Source: an optimization exercise on an open RTL-to-GDS flow (aim: a short achievable clock period and few clock cycles). Production flows keep margins and buffers that such runs may drop.
Function was checked by simulation only, so behaviour that the tests miss may differ from the original.
Power figures rest on the tool's default switching activity, not on a simulated workload.

==> flow/design.v <==
package cpu_pkg;
	typedef logic [31:0] word_t;
	typedef logic [4:0] reg_addr_t;
	typedef enum logic [6:0] {
		opc_op     = 7'b0110011,
		opc_op_imm = 7'b0010011,
		opc_load   = 7'b0000011,
		opc_store  = 7'b0100011,
		opc_branch = 7'b1100011,
		opc_jal    = 7'b1101111
	} opcode_e;
	typedef enum logic [2:0] {
		alu_add,
		alu_sub,
		alu_and,
		alu_or,
		alu_xor,
		alu_slt
	} alu_op_e;
	typedef struct packed {
		logic [6:0] funct7;
		reg_addr_t rs2;
		reg_addr_t rs1;
		logic [2:0] funct3;
		reg_addr_t rd;
		opcode_e opcode;
	} r_format_t;
	typedef struct packed {
		logic [11:0] imm;
		reg_addr_t rs1;
		logic [2:0] funct3;
		reg_addr_t rd;
		opcode_e opcode;
	} i_format_t;
	typedef struct packed {
		logic [6:0] imm_hi;
		reg_addr_t rs2;
		reg_addr_t rs1;
		logic [2:0] funct3;
		logic [4:0] imm_lo;
		opcode_e opcode;
	} s_format_t;
	typedef struct packed {
		logic imm_12;
		logic [5:0] imm_10_5;
		reg_addr_t rs2;
		reg_addr_t rs1;
		logic [2:0] funct3;
		logic [3:0] imm_4_1;
		logic imm_11;
		opcode_e opcode;
	} b_format_t;
	typedef struct packed {
		logic imm_20;
		logic [9:0] imm_10_1;
		logic imm_11;
		logic [7:0] imm_19_12;
		reg_addr_t rd;
		opcode_e opcode;
	} j_format_t;
	typedef union packed {
		r_format_t r_format;
		i_format_t i_format;
		s_format_t s_format;
		b_format_t b_format;
		j_format_t j_format;
	} instr_u;
	localparam word_t nop_instr = 32'h0000_0013;
	typedef struct packed {
		logic reg_write;
		logic mem_read;
		logic mem_write;
		logic branch;
		logic link;
		logic alu_src_imm;
		alu_op_e alu_op;
	} ctrl_t;
	typedef struct packed {
		logic valid;
		word_t pc;
		instr_u instr;
	} ifid_t;
	typedef struct packed {
		logic valid;
		word_t pc;
		ctrl_t ctrl;
		reg_addr_t rs1;
		reg_addr_t rs2;
		reg_addr_t rd;
		word_t rs1_data;
		word_t rs2_data;
		word_t imm;
	} idex_t;
	typedef struct packed {
		logic valid;
		ctrl_t ctrl;
		reg_addr_t rd;
		word_t result;
		word_t store_data;
	} exmem_t;
	typedef struct packed {
		logic valid;
		logic reg_write;
		reg_addr_t rd;
		word_t wb_data;
	} memwb_t;
	typedef struct packed {
		logic valid;
		word_t target;
	} redirect_t;
endpackage
`timescale 1ns/1ps
module fetch_stage #(
	parameter cpu_pkg::word_t reset_pc = 32'h0000_0000
) (
	input logic clock,
	input logic reset,
	input logic stall,
	input cpu_pkg::redirect_t id_redirect,
	input cpu_pkg::redirect_t ex_redirect,
	output cpu_pkg::word_t instr_addr,
	input cpu_pkg::word_t instr_data,
	output cpu_pkg::ifid_t ifid
);
	cpu_pkg::word_t pc;
	cpu_pkg::word_t pc_next;
	logic bubble;
	assign instr_addr = pc;
	always_comb begin
		pc_next = pc + 32'd4;
		bubble = 1'b0;
		if (ex_redirect.valid) begin
			pc_next = ex_redirect.target;
			bubble = 1'b1;
		end else if (stall) begin
			pc_next = pc;
		end else if (id_redirect.valid) begin
			pc_next = id_redirect.target;
			bubble = 1'b1;
		end
	end
	always_ff @(posedge clock or negedge reset) begin
		if (!reset) begin
			pc <= reset_pc;
			ifid.valid <= 1'b0;
			ifid.pc <= '0;
			ifid.instr <= cpu_pkg::nop_instr;
		end else begin
			pc <= pc_next;
			if (bubble) begin
				ifid.valid <= 1'b0;
				ifid.instr <= cpu_pkg::nop_instr;
			end else if (!stall) begin
				ifid.valid <= 1'b1;
				ifid.pc <= pc;
				ifid.instr <= instr_data;
			end
		end
	end
endmodule
`timescale 1ns/1ps
module decode_stage (
	input logic clock,
	input logic reset,
	input cpu_pkg::ifid_t ifid,
	input cpu_pkg::redirect_t ex_redirect,
	input cpu_pkg::memwb_t memwb,
	output cpu_pkg::idex_t idex,
	output logic stall,
	output cpu_pkg::redirect_t id_redirect
);
	cpu_pkg::ctrl_t ctrl;
	cpu_pkg::word_t imm;
	cpu_pkg::reg_addr_t rs1;
	cpu_pkg::reg_addr_t rs2;
	cpu_pkg::reg_addr_t rd;
	logic uses_rs1;
	logic uses_rs2;
	logic wb_en;
	cpu_pkg::word_t rs1_data;
	cpu_pkg::word_t rs2_data;
	cpu_pkg::word_t register_file [32];
	assign rs1 = ifid.instr.r_format.rs1;
	assign rs2 = ifid.instr.r_format.rs2;
	assign rd = ifid.instr.r_format.rd;
	always_comb begin
		ctrl = '0;
		imm = '0;
		uses_rs1 = 1'b0;
		uses_rs2 = 1'b0;
		if (ifid.valid) begin
			case (ifid.instr.r_format.opcode)
				cpu_pkg::opc_op: begin
					ctrl.reg_write = 1'b1;
					uses_rs1 = 1'b1;
					uses_rs2 = 1'b1;
					case (ifid.instr.r_format.funct3)
						3'b000: begin
							if (ifid.instr.r_format.funct7[5]) begin
								ctrl.alu_op = cpu_pkg::alu_sub;
							end else begin
								ctrl.alu_op = cpu_pkg::alu_add;
							end
						end
						3'b010: ctrl.alu_op = cpu_pkg::alu_slt;
						3'b100: ctrl.alu_op = cpu_pkg::alu_xor;
						3'b110: ctrl.alu_op = cpu_pkg::alu_or;
						3'b111: ctrl.alu_op = cpu_pkg::alu_and;
						default: ctrl.alu_op = cpu_pkg::alu_add;
					endcase
				end
				cpu_pkg::opc_op_imm, cpu_pkg::opc_load: begin
					ctrl.reg_write = 1'b1;
					ctrl.mem_read = (ifid.instr.r_format.opcode == cpu_pkg::opc_load);
					ctrl.alu_src_imm = 1'b1;
					uses_rs1 = 1'b1;
					imm = {{20{ifid.instr.i_format.imm[11]}}, ifid.instr.i_format.imm};
				end
				cpu_pkg::opc_store: begin
					ctrl.mem_write = 1'b1;
					ctrl.alu_src_imm = 1'b1;
					uses_rs1 = 1'b1;
					uses_rs2 = 1'b1;
					imm = {{20{ifid.instr.s_format.imm_hi[6]}}, ifid.instr.s_format.imm_hi,
						ifid.instr.s_format.imm_lo};
				end
				cpu_pkg::opc_branch: begin
					ctrl.branch = 1'b1;
					ctrl.alu_op = cpu_pkg::alu_sub;
					uses_rs1 = 1'b1;
					uses_rs2 = 1'b1;
					imm = {{19{ifid.instr.b_format.imm_12}}, ifid.instr.b_format.imm_12,
						ifid.instr.b_format.imm_11, ifid.instr.b_format.imm_10_5,
						ifid.instr.b_format.imm_4_1, 1'b0};
				end
				cpu_pkg::opc_jal: begin
					ctrl.reg_write = 1'b1;
					ctrl.link = 1'b1;
					imm = {{11{ifid.instr.j_format.imm_20}}, ifid.instr.j_format.imm_20,
						ifid.instr.j_format.imm_19_12, ifid.instr.j_format.imm_11,
						ifid.instr.j_format.imm_10_1, 1'b0};
				end
				default: ctrl = '0;
			endcase
		end
	end
	assign stall = idex.valid && idex.ctrl.mem_read && idex.rd != '0 &&
		((uses_rs1 && rs1 == idex.rd) || (uses_rs2 && rs2 == idex.rd));
	assign id_redirect.valid = ctrl.link;
	assign id_redirect.target = ifid.pc + imm;
	assign wb_en = memwb.valid && memwb.reg_write && memwb.rd != '0;
	always_ff @(posedge clock) begin
		if (wb_en) begin
			register_file[memwb.rd] <= memwb.wb_data;
		end
	end
	function automatic cpu_pkg::word_t read_reg(input cpu_pkg::reg_addr_t addr);
		cpu_pkg::word_t value;
		if (addr == '0) begin
			value = '0;
		end else if (wb_en && memwb.rd == addr) begin
			value = memwb.wb_data;
		end else begin
			value = register_file[addr];
		end
		read_reg = value;
	endfunction
	always_comb begin
		rs1_data = read_reg(rs1);
		rs2_data = read_reg(rs2);
	end
	always_ff @(posedge clock or negedge reset) begin
		if (!reset) begin
			idex <= '0;
		end else if (ex_redirect.valid || stall) begin
			idex.valid <= 1'b0;
			idex.ctrl <= '0;
		end else begin
			idex.valid <= ifid.valid;
			idex.pc <= ifid.pc;
			idex.ctrl <= ctrl;
			idex.rs1 <= rs1;
			idex.rs2 <= rs2;
			idex.rd <= rd;
			idex.rs1_data <= rs1_data;
			idex.rs2_data <= rs2_data;
			idex.imm <= imm;
		end
	end
endmodule
`timescale 1ns/1ps
module execute_stage (
	input logic clock,
	input logic reset,
	input cpu_pkg::idex_t idex,
	output cpu_pkg::exmem_t exmem,
	input cpu_pkg::memwb_t memwb,
	output cpu_pkg::redirect_t ex_redirect
);
	logic exmem_writes;
	logic memwb_writes;
	cpu_pkg::word_t fwd_a;
	cpu_pkg::word_t fwd_b;
	cpu_pkg::word_t op_a;
	cpu_pkg::word_t op_b;
	cpu_pkg::word_t result;
	assign exmem_writes = exmem.valid && exmem.ctrl.reg_write && exmem.rd != '0;
	assign memwb_writes = memwb.valid && memwb.reg_write && memwb.rd != '0;
	function automatic cpu_pkg::word_t pick(input logic from_exmem, input logic from_memwb,
		input cpu_pkg::word_t exmem_value, input cpu_pkg::word_t memwb_value, input cpu_pkg::word_t reg_value);
		cpu_pkg::word_t value;
		if (from_exmem) begin
			value = exmem_value;
		end else if (from_memwb) begin
			value = memwb_value;
		end else begin
			value = reg_value;
		end
		pick = value;
	endfunction
	assign fwd_a = pick(exmem_writes && exmem.rd == idex.rs1,
		memwb_writes && memwb.rd == idex.rs1, exmem.result, memwb.wb_data, idex.rs1_data);
	assign fwd_b = pick(exmem_writes && exmem.rd == idex.rs2,
		memwb_writes && memwb.rd == idex.rs2, exmem.result, memwb.wb_data, idex.rs2_data);
	assign op_a = idex.ctrl.link ? idex.pc : fwd_a;
	assign op_b = idex.ctrl.link ? 32'd4 : (idex.ctrl.alu_src_imm ? idex.imm : fwd_b);
	always_comb begin
		case (idex.ctrl.alu_op)
			cpu_pkg::alu_add: result = op_a + op_b;
			cpu_pkg::alu_sub: result = op_a - op_b;
			cpu_pkg::alu_and: result = op_a & op_b;
			cpu_pkg::alu_or: result = op_a | op_b;
			cpu_pkg::alu_xor: result = op_a ^ op_b;
			cpu_pkg::alu_slt: result = {31'b0, $signed(op_a) < $signed(op_b)};
			default: result = op_a + op_b;
		endcase
	end
	assign ex_redirect.valid = idex.valid && idex.ctrl.branch && fwd_a == fwd_b;
	assign ex_redirect.target = idex.pc + idex.imm;
	always_ff @(posedge clock or negedge reset) begin
		if (!reset) begin
			exmem <= '0;
		end else begin
			exmem.valid <= idex.valid;
			exmem.ctrl <= idex.ctrl;
			exmem.rd <= idex.rd;
			exmem.result <= result;
			exmem.store_data <= fwd_b;
		end
	end
endmodule
`timescale 1ns/1ps
module memory_stage (
	input logic clock,
	input logic reset,
	input cpu_pkg::exmem_t exmem,
	output cpu_pkg::word_t data_addr,
	output cpu_pkg::word_t data_wdata,
	output logic data_wen,
	output logic data_ren,
	input cpu_pkg::word_t data_rdata,
	output cpu_pkg::memwb_t memwb
);
	assign data_addr = exmem.result;
	assign data_wdata = exmem.store_data;
	assign data_wen = exmem.valid && exmem.ctrl.mem_write;
	assign data_ren = exmem.valid && exmem.ctrl.mem_read;
	always_ff @(posedge clock or negedge reset) begin
		if (!reset) begin
			memwb <= '0;
		end else begin
			memwb.valid <= exmem.valid;
			memwb.reg_write <= exmem.ctrl.reg_write;
			memwb.rd <= exmem.rd;
			memwb.wb_data <= exmem.ctrl.mem_read ? data_rdata : exmem.result;
		end
	end
endmodule
`timescale 1ns/1ps
module cpu #(
	parameter cpu_pkg::word_t reset_pc = 32'h0000_0000
) (
	input logic clock,
	input logic reset,
	output cpu_pkg::word_t instr_addr,
	input cpu_pkg::word_t instr_data,
	output cpu_pkg::word_t data_addr,
	output cpu_pkg::word_t data_wdata,
	output logic data_wen,
	output logic data_ren,
	input cpu_pkg::word_t data_rdata
);
	cpu_pkg::ifid_t ifid;
	cpu_pkg::idex_t idex;
	cpu_pkg::exmem_t exmem;
	cpu_pkg::memwb_t memwb;
	logic stall;
	cpu_pkg::redirect_t id_redirect;
	cpu_pkg::redirect_t ex_redirect;
	fetch_stage #(
		.reset_pc(reset_pc)
	) u_fetch (
		.clock(clock),
		.reset(reset),
		.stall(stall),
		.id_redirect(id_redirect),
		.ex_redirect(ex_redirect),
		.instr_addr(instr_addr),
		.instr_data(instr_data),
		.ifid(ifid)
	);
	decode_stage u_decode (
		.clock(clock),
		.reset(reset),
		.ifid(ifid),
		.ex_redirect(ex_redirect),
		.memwb(memwb),
		.idex(idex),
		.stall(stall),
		.id_redirect(id_redirect)
	);
	execute_stage u_execute (
		.clock(clock),
		.reset(reset),
		.idex(idex),
		.exmem(exmem),
		.memwb(memwb),
		.ex_redirect(ex_redirect)
	);
	memory_stage u_memory (
		.clock(clock),
		.reset(reset),
		.exmem(exmem),
		.data_addr(data_addr),
		.data_wdata(data_wdata),
		.data_wen(data_wen),
		.data_ren(data_ren),
		.data_rdata(data_rdata),
		.memwb(memwb)
	);
endmodule
==> flow/run.sh <==
#!/bin/bash
# synth_recipe.tcl (not shown) runs the flow's synth.tcl, then flattens the netlist and writes it again
# the make line also repeats each setting of config.mk as NAME=value (left out here)
make -C /OpenROAD-flow-scripts/flow DESIGN_CONFIG=/design/flow/config.mk WORK_HOME=/design/flow/orfs CLKGATE_MAP_FILE= SYNTH_SCRIPT=/design/flow/synth_recipe.tcl finish
==> flow/config.mk <==
export PLATFORM = sky130hd
export DESIGN_NAME = cpu
export DESIGN_NICKNAME = cpu
export VERILOG_FILES = /design/flow/design.v
export SDC_FILE = /design/flow/constraint.sdc
export NUM_CORES = 4
export LEC_CHECK = 0
export CAP_MARGIN = 20
export CORE_MARGIN = 2
export CORE_UTILIZATION = 40
export PLACE_DENSITY = 0.6
export SLEW_MARGIN = 20
==> flow/constraint.sdc <==
create_clock -name core_clock -period 7.0 [get_ports {clock}]
set_input_delay 1.4000 -clock core_clock [delete_from_list [all_inputs] [get_ports {clock}]]
set_output_delay 1.4000 -clock core_clock [all_outputs]
set_load 0.01 [all_outputs]
==> impl_metrics.ini <==
[run_status]
status = finished clean

[sta]
rsz0062_at_grt = no
skew_ns = 0.06966
period_share = 0.8856
fmax_mhz = 161.3
hold_viol_final = 0
tightest_slew_ns = 1.158
tns_ns = 0
period_needed_ns = 6.199
slew_violations = 0
setup_viol = 0
slew_headroom = 0.2260
hold_ws_ns = 0.3474

[final_layout]
mostFrequentLayoutCells = edfxtp_1, mux4_2, a21oi_1, nor2_1, dfrtp_1
final_common_cell = edfxtp_1
layout-drive-gt1-share = 0.2380
nets = 5442
nFillCells = 16336
syn2layout_area_growth_pct = 11.80

[routing]
first_pass_iters = 6
final_antenna_net_count = 0
wl_met1_um = 97480
dr_total_vias = 49222
first_iter_violations = 5717
topRoutingLayerUsed = met4
routed_via_density = 6.286
route.met2.wl_um = 117200
route.met3.wl_um = 19680
routedWlPerCell_um = 31.18
drc_errors = 0
wirelength_um = 244100

[worst_setup_path]
crit_path_cell_trace = xnor2_1 -> and4_2 -> a21boi_1 -> nor2_1 -> a21oi_1 -> mux2_2 -> ha_1 -> a21oi_1 -> o221ai_1 -> a211oi_1 -> o21bai_1 -> a2111oi_0 -> buf_4 -> o31ai_1 -> a31oi_1 -> inv_1 -> a31oi_1 -> a221oi_1 -> o2bb2ai_1
criticalPathCategory = reg2reg
r2r_cells = 19
critPathMaxStageDelay_ns = 0.93
cp_data_arrival_time_ns = 6.83
end_kind = flip-flop
crit_buf_inv = 2
critPathRequiredTime_ns = 7.63
cp.depth = 19
path_delay_family = compound AO/OA/AOI/OAI gates
start_kind = flip-flop
slowest_stage = and4_2
cp_max_fo = 52

[pwr]
seq_power_share = 0.475
switching_share = 0.3105
leakage_nw = 30.19
p_sw_w = 0.007434
cellPowerDensity_nw_per_um2 = 285.2
intPower_w = 0.01651
power_frac_comb = 0.201
p_clk_frac = 0.324
ir_drop_mv = 0.2814

[clock_network]
clock-root-buffer = clkbuf_16
cts_setup_buffers = 0
ctsResizeCount = 0
cts.sinks = 1375
cts-htree-levels = 4
cts_hold_buf = 0
tritoncts = built
clock_path_buffers = 3
clkLatencyLatePin_ns = 0.81
clkTransAtPathRegs_ns = 0.06
cts_buffers = 149

[floorplanning]
die-area_um2 = 191200
die_h_um = 437.2
fp-row-count = 159
core_area_um2 = 187200
start_util = 0.4010
die_x_um = 437.2
ioPinCount = 164

[global_routing]
grt_usage = 0.2524
grt_pass1_wl_um = 351200
grt-ovfl-total = 0
grt_pass1_vias = 48475
grt_max_degree = 130
antenna_found_initial = 4

[placement]
portBuffers = 163
place_congestion = 0.9446
dpl.hpwl_um = 153000

[hold_path]
hold_class = reg2reg
min_path_cells = 0

[synthesis]
ys_dominant_reg_cell = edfxtp_1
syn_area_um2 = 75080
syn_inst = 5175
ys_seq_area_frac = 0.5266
synth_warnings = 4
ys_ff_latch = 1375
synth_cell_types = 93
synthArstFlopShare = 0.2553
avgSynthCellArea_um2 = 14.51
synth_edf_count = 1024

[job]
timing.max_cap.violations = 0
[worst register-to-register path, stage by stage, from the launching register on]
cell and delay, ns:
dfrtp_1 0.70, xnor2_1 0.21, and4_2 0.93, a21boi_1 0.29, nor2_1 0.24, a21oi_1 0.10, mux2_2 0.33, ha_1 0.46
a21oi_1 0.27, o221ai_1 0.19, a211oi_1 0.30, o21bai_1 0.12, a2111oi_0 0.38, buf_4 0.20, o31ai_1 0.14, a31oi_1 0.41
inv_1 0.14, a31oi_1 0.31, a221oi_1 0.14, o2bb2ai_1 0.14
[cell usage after synthesis, drive strengths merged (33+ instances only)]
library cell | count | area, um2
nor2 | 366 | 1374
o31ai | 48 | 360.4
clkbuf | 262 | 983.4
mux2 | 219 | 2932
and2 | 49 | 306.5
inv | 129 | 484.2
a211oi | 124 | 935.9
nor3 | 46 | 230.2
xor2 | 33 | 289.0
dfrtp | 348 | 8708
a21oi | 350 | 1763
mux2i | 90 | 900.9
o221ai | 44 | 385.4
ha | 159 | 1989
mux4 | 640 | 14410
nand3 | 78 | 395.4
edfxtp | 1024 | 30750
xnor2 | 63 | 551.8
a21boi | 35 | 266.5
and3 | 82 | 533.0
a221o | 33 | 330.3
o22ai | 38 | 237.7
o21ai | 169 | 845.8
a21o | 65 | 488.0
nand2 | 153 | 584.3
buf | 178 | 1219
[power groups by stage]
stage	combinational, W	sequential, W	clock, W
final	0.00480	0.0114	0.00776
after floorplan	0.00290	0.0111	0
after CTS	0.00476	0.0114	0.00787
after global routing	0.00516	0.0114	0.00820
after detailed placement	0.00474	0.0115	0
after global placement	0.00470	0.0115	0
[cells by family after synthesis]
| family | count (synthesis) | synth area share |
|---|---|---|
| other | 1 | 0.00004995 |
| adders and majority gates | 163 | 0.02756 |
| buffers and inverters | 570 | 0.03583 |
| and+or+nand+nor | 905 | 0.05746 |
| muxes | 949 | 0.2430 |
| DFF | 1375 | 0.5266 |
| xor gates and xnor gates | 96 | 0.01120 |
| AOI/OAI and AO/OA | 1116 | 0.09824 |
[final timing paths]
| kind | start | endpoint | slack, ns |
|---|---|---|---|
| min in group asynchronous | reset | u_fetch.pc[5]$_DFFE_PN0P_ | 0.61 |
| max | u_memory.memwb[32]$_DFF_PN0_ | u_execute.exmem[63]$_DFF_PN0_ | 0.80 |
| min reg2reg | u_decode.idex[117]$_DFF_PN0_ | u_execute.exmem[75]$_DFF_PN0_ | 0.35 |
| min | u_decode.idex[117]$_DFF_PN0_ | u_execute.exmem[75]$_DFF_PN0_ | 0.35 |
| max in group asynchronous | reset | u_memory.memwb[26]$_DFF_PN0_ | 4.97 |
| max reg2reg | u_memory.memwb[32]$_DFF_PN0_ | u_execute.exmem[63]$_DFF_PN0_ | 0.80 |
[registers in the layout, indices dropped and copies added (netlist names)]
signal                  count
u_fetch.ifid               65
u_memory.memwb             39
u_execute.exmem            73
u_decode.idex             142
u_fetch.pc                 32
u_decode.register_file   1024
[per-layer routing]
| metal | up-vias | track usage |
|---|---|---|
| li1 | 20711 | - |
| met1 | 25714 | 0.3384 |
| met2 | 2333 | 0.4109 |
| met3 | 464 | 0.04607 |
| met4 | 0 | 0.09166 |
| met5 | - | 0 |
[stage by stage]
step | std cells | worst slack, ns | instance area [um2] | power, W | util
after global routing | 7828 | 0.3458 | 83930 | 0.02480 | 0.4483
after floorplan | 5206 | 1.679 | 75190 | 0.01397 | -
final | 7830 | 0.8011 | 83940 | 0.02394 | 0.4484
after global placement | 7556 | 1.133 | 79170 | 0.01619 | 0.4229
after CTS | 7827 | 0.9376 | 83910 | 0.02399 | 0.4482
after detailed placement | 7556 | 1.039 | 79170 | 0.01625 | 0.4229
[layout make-up]
class / count / area, um2 / area share
inverters: 130 / 488.0 / 0.005814
well taps: 2495 / 3122 / 0.03719
repair buffers: 296 / 2748 / 0.03273
flip-flops and latches: 1375 / 39600 / 0.4717
diodes: 2 / 5.005 / 0.00005963
clock inverters: 62 / 603.1 / 0.007185
clock buffers: 209 / 4136 / 0.04928
multi-input cells: 3261 / 33240 / 0.3960
Testbench counts, summed over its fixed seeds: cycles 169,846.

==> re-timing with driven ports <==
Ports are ideal in the flow. The routed layout listed here was re-timed in OpenROAD.
Step 1: set_driving_cell puts a clkbuf_16 on clock and a buf_2 on each other input, an assumption about the parent block.
Step 2 times the ports against the registers' clock, not the clock port: input delays grow and output delays shrink by t, the midpoint of the rising clock arrivals with the driver on.
a / b / c = ideal / step 1 / step 2; a / b = the first two.
shift t [ns]: 0.869
slack for setup (ns): 0.801 / 0.801 / 0.801
pins driven straight from the clock port: 1
After both steps this run still meets setup and hold. For this run, drivers alone change the setup slack by 0.000 ns; drivers and shift together by 0.000 ns.
